Context: an optimization exercise on an open-source flow, tuned for small area, a short achievable clock period and few clock cycles. The choices shown serve that exercise and are no tape-out recipe.
Function was checked by simulation only, so behaviour that the tests miss may differ from the original.
Power and IR drop assume default switching activity.

[run.sh]
#!/bin/bash
# synth_recipe.tcl (not shown) runs the flow's synth.tcl, then flattens the netlist and writes it again
# the make line also repeats each setting of config.mk as NAME=value (left out here)
make -C /OpenROAD-flow-scripts/flow DESIGN_CONFIG=/design/flow/config.mk WORK_HOME=/design/flow/orfs CLKGATE_MAP_FILE= SYNTH_SCRIPT=/design/flow/synth_recipe.tcl finish
[config.mk]
export PLATFORM = sky130hd
export DESIGN_NAME = masked_event_ring_queue
export DESIGN_NICKNAME = masked_event_ring_queue
export VERILOG_FILES = /design/flow/design.v
export SDC_FILE = /design/flow/constraint.sdc
export NUM_CORES = 4
export LEC_CHECK = 0
export ABC_CLOCK_PERIOD_IN_PS = 2500
export CAP_MARGIN = 20
export CORE_MARGIN = 2
export CORE_UTILIZATION = 65
export CTS_CLUSTER_DIAMETER = 80
export CTS_CLUSTER_SIZE = 25
export PLACE_DENSITY = 0.76
export SETUP_SLACK_MARGIN = 2.4
export SLEW_MARGIN = 20
[constraint.sdc]
create_clock -name core_clock -period 5.0 [get_ports {clk}]
set_input_delay 1.0000 -clock core_clock [delete_from_list [all_inputs] [get_ports {clk}]]
set_output_delay 1.0000 -clock core_clock [all_outputs]
set_load 0.01 [all_outputs]
[design.v]
`timescale 1ns / 1ps
package evq_pkg;
    typedef enum logic [1:0] {
        OP_POST  = 2'd0,
        OP_GET   = 2'd1,
        OP_PEEK  = 2'd2,
        OP_FLUSH = 2'd3
    } evq_op_t;
    typedef struct packed {
        logic [15:0]        ev_type;
        logic [15:0]        message;
        logic [15:0]        modifiers;
        logic signed [15:0] x;
        logic signed [15:0] y;
        logic [31:0]        stamp;
    } evq_rec_t;
    localparam int REC_W = 5 * 16 + 32;   
    typedef struct packed {
        logic hit;      
        logic at_end;   
    } evq_stat_t;
endpackage
`timescale 1ns / 1ps
module evq_match #(
    parameter int N = 15
) (
    input  logic [N-1:0][15:0] slot_type,
    input  logic [N-1:0]       live,
    input  logic [N-1:0]       at_or_after_head,
    input  logic [15:0]        mask,
    output logic [N-1:0]       hits,
    output logic [N-1:0]       first,
    output logic               any_hit,
    output logic               two_hits
);
    logic [N-1:0][N-1:0] ahead;    
    always_comb
    begin
        for (int i = 0; i < N; i++)
        begin
            hits[i] = live[i] && |(slot_type[i] & mask);
        end
    end
    always_comb
    begin
        for (int i = 0; i < N; i++)
        begin
            for (int j = 0; j < N; j++)
            begin
                if (j < i)
                begin
                    ahead[i][j] = at_or_after_head[j] || !at_or_after_head[i];
                end
                else if (j > i)
                begin
                    ahead[i][j] = at_or_after_head[j] && !at_or_after_head[i];
                end
                else
                begin
                    ahead[i][j] = 1'b0;
                end
            end
        end
    end
    always_comb
    begin
        for (int i = 0; i < N; i++)
        begin
            first[i] = hits[i] && !(|(hits & ahead[i]));
        end
    end
    assign any_hit = |hits;
    always_comb
    begin
        two_hits = 1'b0;
        for (int i = 1; i < N; i++)
        begin
            two_hits = two_hits | (hits[i] & |(hits & N'((1 << i) - 1)));
        end
    end
endmodule
`timescale 1ns / 1ps
module evq_ram #(
    parameter int WIDTH = 112,
    parameter int DEPTH = 15
) (
    input  logic                        clk,
    input  logic [DEPTH-1:0]            we,
    input  logic [WIDTH-1:0]            wdata,
    output logic [DEPTH-1:0][WIDTH-1:0] words
);
    logic [DEPTH-1:0][WIDTH-1:0] mem;
    always_ff @(posedge clk)
    begin
        for (int i = 0; i < DEPTH; i++)
        begin
            if (we[i])
            begin
                mem[i] <= wdata;
            end
        end
    end
    assign words = mem;
endmodule
`timescale 1ns / 1ps
module masked_event_ring_queue #(
    parameter int QUEUE_DEPTH = 16
) (
    input  logic               clk,
    input  logic               rst_n,
    input  logic               in_valid,
    output logic               in_stall,
    input  logic [1:0]         op,
    input  logic [15:0]        mask,
    input  logic [15:0]        ev_type,
    input  logic [15:0]        ev_message,
    input  logic [15:0]        ev_modifiers,
    input  logic signed [15:0] ev_x,
    input  logic signed [15:0] ev_y,
    input  logic [31:0]        now_tick,
    input  logic signed [15:0] cur_x,
    input  logic signed [15:0] cur_y,
    input  logic [15:0]        cur_modifiers,
    output logic               out_valid,
    input  logic               out_stall,
    output logic               found,
    output logic [15:0]        out_type,
    output logic [15:0]        out_message,
    output logic [15:0]        out_modifiers,
    output logic signed [15:0] out_x,
    output logic signed [15:0] out_y,
    output logic [31:0]        out_when
);
    localparam int N     = QUEUE_DEPTH - 1;
    localparam int IDX_W = $clog2(N);
    localparam int W     = evq_pkg::REC_W;
    logic [N-1:0]        hoh_reg;        
    logic [N-1:0]        toh_reg;        
    logic [N-1:0]        hge_reg;        
    logic [N-1:0]        live_reg;       
    logic [N-1:0]        dead_reg;       
    logic                full_reg;       
    logic                fp_reg;
    logic [8:0]          cnt_lo_reg;     
    logic [6:0]          cnt_hi_gt_reg;  
    logic                v1_reg;
    logic                found1_reg;
    logic [N-1:0]        sel1_reg;
    logic [15:0]         cx1_reg, cy1_reg, cmod1_reg;
    logic                out_vld_reg;
    logic                out_found_reg;
    evq_pkg::evq_rec_t   out_rec_reg;
    logic                s2_free;
    logic                s1_stuck;
    logic                acc;
    logic                acc_post;
    logic                acc_query;
    logic                is_get, is_flush;
    evq_pkg::evq_rec_t   post_rec;
    evq_pkg::evq_rec_t   rd_rec;
    logic [N-1:0][W-1:0] words;
    logic [N-1:0][15:0]  types;
    logic [N-1:0]        we;
    logic [N-1:0]        hits;
    logic [N-1:0]        first;
    logic                any_hit;
    logic                take1;
    logic                two_hits;
    logic                drop;
    logic                step1;
    logic [N-1:0]        c_gt;           
    logic [N-1:0]        fl_hge;         
    logic [N-1:0]        fl_drop;        
    logic [N-1:0]        fl_head;        
    logic [8:0]          cnt_hi;
    logic [N-1:0]        hoh_next, toh_next, hge_next, live_next, dead_next;
    logic                full_next;
    logic                near_full;
    function automatic logic [4:0] cnt4(input logic [3:0] b);
        cnt4 = '0;
        for (int m = 0; m < 16; m++)
        begin
            if (b == 4'(m))
            begin
                cnt4[(m & 1) + ((m >> 1) & 1) + ((m >> 2) & 1) + ((m >> 3) & 1)] = 1'b1;
            end
        end
    endfunction
    function automatic logic [8:0] add_oh44(input logic [4:0] a, input logic [4:0] b);
        add_oh44 = '0;
        for (int i = 0; i < 5; i++)
        begin
            for (int j = 0; j < 5; j++)
            begin
                add_oh44[i+j] = add_oh44[i+j] | (a[i] & b[j]);
            end
        end
    endfunction
    function automatic logic [N-1:0] rot1(input logic [N-1:0] v);
        rot1 = {v[N-2:0], v[N-1]};
    endfunction
    assign s2_free   = !out_vld_reg || !out_stall;
    assign s1_stuck  = v1_reg && !s2_free;
    assign in_stall  = s1_stuck || (fp_reg && (op != evq_pkg::OP_POST));
    assign acc       = in_valid && !in_stall;
    assign acc_post  = acc && (op == evq_pkg::OP_POST);
    assign acc_query = acc && (op != evq_pkg::OP_POST);
    assign is_get    = (op == evq_pkg::OP_GET);
    assign is_flush  = (op == evq_pkg::OP_FLUSH);
    always_comb
    begin
        post_rec.ev_type   = ev_type;
        post_rec.message   = ev_message;
        post_rec.modifiers = ev_modifiers;
        post_rec.x         = ev_x;
        post_rec.y         = ev_y;
        post_rec.stamp     = now_tick;
        for (int i = 0; i < N; i++)
        begin
            types[i] = words[i][W-1 -: 16];
        end
    end
    assign we = acc_post ? toh_reg : '0;
    evq_ram #(
        .WIDTH (W),
        .DEPTH (N)
    ) u_ram (
        .clk   (clk),
        .we    (we),
        .wdata (post_rec),
        .words (words)
    );
    evq_match #(
        .N (N)
    ) u_match (
        .slot_type        (types),
        .live             (live_reg & ~dead_reg),
        .at_or_after_head (hge_reg),
        .mask             (mask),
        .hits             (hits),
        .first            (first),
        .any_hit          (any_hit),
        .two_hits         (two_hits)
    );
    assign take1     = acc_query && any_hit && (is_get || is_flush);
    assign drop      = acc_post && full_reg;
    assign step1     = take1 || drop;
    assign near_full = |(rot1(toh_reg) & hoh_reg);
    assign cnt_hi = add_oh44(cnt4(hits[11:8]), cnt4({1'b0, hits[14:12]}));
    always_comb
    begin
        for (int k = 0; k < N; k++)
        begin
            c_gt[k] = 1'b0;
            for (int a = 0; a < 9; a++)
            begin
                if (a > k)
                begin
                    c_gt[k] = c_gt[k] | cnt_lo_reg[a];
                end
                else if (k - a < 7)
                begin
                    c_gt[k] = c_gt[k] | (cnt_lo_reg[a] & cnt_hi_gt_reg[k-a]);
                end
            end
        end
        for (int i = 0; i < N; i++)
        begin
            fl_drop[i] = 1'b0;
            for (int k = 0; k < N; k++)
            begin
                if (k < N - 1)
                begin
                    fl_drop[i] = fl_drop[i] | (hoh_reg[(i - k + N) % N] & c_gt[k+1]);
                end
            end
        end
        for (int i = 0; i < N; i++)
        begin
            fl_head[i] = fl_drop[(i + N - 1) % N] & !fl_drop[i];
        end
        fl_hge = fl_drop[N-1] ? ~(fl_drop & ~hge_reg) : (hge_reg & ~fl_drop);
    end
    always_comb
    begin
        toh_next  = acc_post ? rot1(toh_reg) : toh_reg;
        dead_next = (dead_reg
                     | ((acc_query && is_get) ? first : '0)
                     | ((acc_query && is_flush) ? hits : '0))
                    & ~(acc_post ? toh_reg : '0);
        if (fp_reg)
        begin
            hoh_next = fl_head;
            hge_next = fl_hge;
            live_next = (live_reg & ~fl_drop) | (acc_post ? toh_reg : '0);
            full_next = acc_post && |(rot1(toh_reg) & fl_head);
        end
        else
        begin
            hoh_next  = step1 ? rot1(hoh_reg) : hoh_reg;
            hge_next  = step1 ? (hoh_reg[N-1] ? '1 : (hge_reg & ~hoh_reg)) : hge_reg;
            live_next = (live_reg & ~(step1 ? hoh_reg : '0)) | (acc_post ? toh_reg : '0);
            full_next = acc_post ? (full_reg || near_full) : (full_reg && !(acc_query && any_hit && (is_get || is_flush)));
        end
    end
    always_ff @(posedge clk or negedge rst_n)
    begin
        if (!rst_n)
        begin
            hoh_reg     <= N'(1);
            toh_reg     <= N'(1);
            hge_reg     <= '1;
            live_reg    <= '0;
            full_reg    <= 1'b0;
            fp_reg      <= 1'b0;
            v1_reg      <= 1'b0;
            out_vld_reg <= 1'b0;
        end
        else
        begin
            hoh_reg     <= hoh_next;
            toh_reg     <= toh_next;
            hge_reg     <= hge_next;
            live_reg    <= live_next;
            full_reg    <= full_next;
            fp_reg      <= acc_query && is_flush && two_hits;
            v1_reg      <= acc_query || s1_stuck;
            out_vld_reg <= v1_reg || (out_vld_reg && out_stall);
        end
    end
    always_ff @(posedge clk)
    begin
        dead_reg <= dead_next;
        cnt_lo_reg <= add_oh44(cnt4(hits[3:0]), cnt4(hits[7:4]));
        for (int k = 0; k < 7; k++)
        begin
            cnt_hi_gt_reg[k] <= |(cnt_hi >> (k + 1));
        end
        if (!s1_stuck)
        begin
            found1_reg <= any_hit && !is_flush;
            sel1_reg   <= is_flush ? '0 : first;
            cx1_reg    <= cur_x;
            cy1_reg    <= cur_y;
            cmod1_reg  <= cur_modifiers;
        end
        if (s2_free)
        begin
            out_found_reg <= found1_reg;
            out_rec_reg   <= rd_rec;
        end
    end
    always_comb
    begin
        rd_rec = '0;
        for (int i = 0; i < N; i++)
        begin
            rd_rec = rd_rec | ({W{sel1_reg[i]}} & words[i]);
        end
        if (!found1_reg)
        begin
            rd_rec.modifiers = cmod1_reg;
            rd_rec.x         = cx1_reg;
            rd_rec.y         = cy1_reg;
        end
    end
    assign out_valid     = out_vld_reg;
    assign found         = out_found_reg;
    assign out_type      = out_rec_reg.ev_type;
    assign out_message   = out_rec_reg.message;
    assign out_modifiers = out_rec_reg.modifiers;
    assign out_x         = out_rec_reg.x;
    assign out_y         = out_rec_reg.y;
    assign out_when      = out_rec_reg.stamp;
endmodule
==> results by group <==
Synthesis
  – Sequential area share after synthesis: 78.89%
  – Synthesis Warnings: 3
  – Post-Synth Simple-Gate Area: 4.685%
  – Mux cell area share after synthesis: 0.1106%
  – Syn Inst Count: 4,247
  – Yosys reg bits: 1,952
  – EDFF count, synth: 1,857
  – XOR/XNOR share of the synthesized area: 0.04765%
  – Top FF cell, synth: edfxtp_1
  – Share of synthesized flip-flops with an asynchronous set or reset: 3.279%
  – Synth Net Count: 4,429
  – Complex-gate fraction of the synthesized area: 14.29%
  – Adder-cell area share of the yosys netlist: 0.1497%
  – Largest family of logic cells by synthesized area: compound AO/OA/AOI/OAI gates
  – Syn Area/Cell: 17.31 um^2
  – Syn Std Cell Area: 73,530 um^2
  – Yosys cell types: 80

Global routing
  – Grt ovf: 0
  – Initial antenna violation count: 23
  – Largest net degree at the start of global routing: 113
  – Number of global-route vias before repair: 45,820
  – Total GRT Usage: 38.90%
  – Global-route wire length before repair: 324,300 um

Detailed routing
  – First-pass DRT Iterations: 10
  – Top layer in use: met5
  – Post-Route WL: 229,700 um
  – Antenna viol nets, final: 0
  – DR vias/cell: 7.716
  – 1st-iter DRT viols: 9,003
  – M1 WL: 81,290 um
  – Met3 wire length: 32,260 um
  – Vias after detailed routing: 47,840
  – Wirelength per Cell: 37.05 um
  – DRC: 0
  – DR WL met2: 106,200 um

STA
  – Fin. Hold Viols: 0
  – Final setup violation count: 0
  – Worst relative slew slack: 30.64%
  – Period minus WS final: 3.063 ns
  – Worst-margin pin slew: 1.040 ns
  – Fin crit share: 61.26%
  – Hold WS: 0.4600 ns
  – Clk_skew: 0.03280 ns
  – Fmax: 0.3265 GHz
  – RSZ-0062 raised after global routing: yes
  – Max-slew violations: 0
  – Setup tns final: 0 ns

Clock tree
  – H-tree level count: 3
  – CTS root buf: clkbuf_16
  – Worst-path clk slew: 0.10 ns
  – TritonCTS Buffers: 91
  – Worst skew pair latency: 0.74 ns
  – TritonCTS Sinks: 1,952
  – CTS tree: done
  – Max Buffers Root-to-Sink: 3

Finish
  – Fillers: 6,450
  – Leading cell types in the layout, fill and taps excluded: edfxtp_1, a22oi_1, buf_4, a22o_1
  – Most common cell after layout, fill and taps aside: edfxtp_1
  – Design area: 84,890 um^2
  – Share of cells above drive strength 1: 16.01%
  – Area Growth Syn to Fin: 15.46%
  – Max reg flops: 1,680
  – Final nets: 4,848
  – Final cell count without fillers: 6,200

Power and ir drop
  – Reg power frac: 50.6%
  – PwrDens: 479.9 nW/um^2
  – Worst VDD drop: 375.9 uV
  – Clock network power share: 20.7%
  – Sw power: 13.36 mW
  – Pint: 27.38 mW
  – Combinational power share: 28.7%
  – Pleak: 26.95 nW
  – Switching part of the total power: 32.80%
  – Pwr Total: 40.74 mW

Floorplan
  – Die X: 340.3 um
  – Initial Utilization: 65.45%
  – Row count: 123
  – DIE AREA: 115,800 um^2
  – Chip height: 340.3 um
  – Core area: 112,300 um^2
  – Number of I/O pins: 297

Critical path
  – Crit path launch: mask[10]
  – End of the critical path: hge_reg[5]$_DFFE_PN1P_
  – Reg2reg setup slack: 1.94 ns
  – Startpoint Class: input port
  – Worst reg2reg endpoint: hge_reg[5]$_DFFE_PN1P_
  – CP Class: input port to register
  – Reg-to-Reg Start: u_ram.mem[549]$_DFFE_PP_
  – Worst Path Arrival: 3.73 ns
  – Worst Setup End Kind: register
  – CP Data Required Time: 5.66 ns
  – Slowest CP cell: and3b_2
  – Worst Path Max Fanout: 11
  – Crit path cell chain: buf_2 -> buf_8 -> a22o_1 -> a221oi_4 -> nand4_1 -> and3b_2 -> nor4_4 -> a41oi_2 -> buf_6 -> o21a_4 -> buf_12 -> a21oi_2 -> a221o_1
  – Crit path buf inv count: 4
  – Worst reg-to-reg path cell count: 11
  – CP Depth: 13
  – Delay-heaviest family, CP: compound AO/OA/AOI/OAI gates
  – Max incr delay on CP: 0.32 ns

Flow run
  – Max cap viols: 0

Status
  – Status: timing/DRC/antenna clean

Placed design
  – Cell total after placement: 5,927
  – HPWL after DPL: 126,900 um
  – Port Buffers: 296
  – Routability cong.: 1.013
  – Area after DPL: 79,480 um^2

Hold path
  – Worst min path class: input port to async pin
[area by class of cell]
cell class	count	area, um^2	area share, %
repair buffers	629	6500	7.657
inverters	36	165.2	0.1945
flip-flops and latches	1952	58040	68.37
clock inverters	17	276.5	0.3257
multi-input cells	1956	15670	18.46
well taps	1500	1877	2.211
clock buffers	101	2336	2.752
diodes	9	22.52	0.02653
[repair_timing]
action	4_1_cts	5_1_grt
endpoints found under the setup margin	1897	936
gates resized for setup	479	133
hold buffers	0	0
cloned	5	6
buffers inserted	110	24
pin swaps	100	68
[metrics by stage]
stage	setup WS, ns	utilization, %
CTS	2.052	74.75
detailed placement	0.1605	70.74
global route	1.840	75.55
global placement	0.2574	70.71
floorplan	0.7881	-
finish	1.937	75.56
[cell families after synthesis]
logic type,Yosys count
buffers and inverters,341
adders and majority gates,11
DFF,1952
xor gates and xnor gates,4
AOI/OAI and AO/OA,1301
and+or+nand+nor,630
muxes,8
[power groups by stage]
| stage | logic [mW] | registers, mW | clock network (mW) |
|---|---|---|---|
| 6_report | 11.7 | 20.6 | 8.41 |
| 5_1_grt | 12.2 | 20.7 | 8.95 |
| 4_1_cts | 10.9 | 20.5 | 8.42 |
| 3_5_place_dp | 10.2 | 20.9 | 0 |
| 3_3_place_gp | 10.1 | 20.9 | 0 |
| 2_1_floorplan | 5.68 | 20.3 | 0 |
[synth_stat cells, types with 5 or more instances]
cell      number  area share (%)
edfxtp_1    1857              76
a22oi_1      552             5.6
clkbuf_1     219             1.1
a221oi_1     205             2.4
a22o_1       191             2.3
nand4_1      166             1.4
nand2_1      154            0.79
a222oi_1      87             1.2
and3_1        83            0.71
nor2_1        63            0.32
buf_1         55            0.28
nand3_1       50            0.34
o22a_1        50            0.60
a21oi_1       49            0.33
dfrtp_1       47             1.6
inv_1         34            0.17
dfxtp_1       31            0.84
o21ai_0       29            0.20
buf_2         26            0.18
a221o_1       19            0.26
and4_1        19            0.23
nand2b_1      19            0.16
dfstp_2       17            0.61
o221ai_1      17            0.20
and2_1        16            0.14
nor3_1        15            0.10
o211ai_1      14            0.14
maj3_1        11            0.15
a21o_1        10            0.10
nor4_1        10           0.085
a31oi_1        9           0.077
o22ai_1        8           0.068
a211oi_1       7           0.071
a311o_1        7           0.095
mux2i_1        7           0.095
nand3b_1       6           0.061
o21a_1         6           0.061
a41oi_1        5           0.060
[layer usage]
layer,up-vias,track usage (%)
met2,4301,60.26
met4,24,13.93
li1,18800,-
met3,687,9.328
met5,-,0
met1,24030,54.92
[how the worst min path moves through the flow]
stage / start / end / slack, ns / cells after the start
finish: rst_n / toh_reg[13]$_DFFE_PN0P_ / 0.46 / 2
global route: rst_n / full_reg$_DFF_PN0_ / 0.49 / 2
CTS: rst_n / toh_reg[13]$_DFFE_PN0P_ / 0.45 / 2
detailed placement: dead_reg[8]$_DFF_P_ / dead_reg[8]$_DFF_P_ / 0.46 / 2
global placement: dead_reg[9]$_DFF_P_ / dead_reg[9]$_DFF_P_ / 0.46 / 2
floorplan: found1_reg$_DFFE_PN_ / out_found_reg$_DFFE_PN_ / 0.42 / 0
Testbench counts, summed over its fixed seeds: cycles 8,177.

## what the ideal ports hide
No port has a modelled driver above. Below, the same layout with a new extraction and two added sets of constraints. Step 1 assumes that a clkbuf_16 drives the clock port and a buf_2 every other input. Step 2 times the ports against the registers' clock, not the clock port: input delays grow and output delays shrink by t, the midpoint of the rising clock arrivals with the driver on. a / b / c = ideal ports / drivers / drivers and shift; a / b = the first two.
t (ns): 0.792
slack for setup (ns): 1.937 / 1.943 / 1.167
latest minus earliest clock arrival (ns): 0.033 / 0.033
slew at the worst register clock pin (ns): 0.11 / 0.11
cell pins on the clock port's net: 1
After both steps setup and hold are still met in this run. For this run, drivers alone change the setup slack by +0.006 ns; drivers and shift together by -0.770 ns.
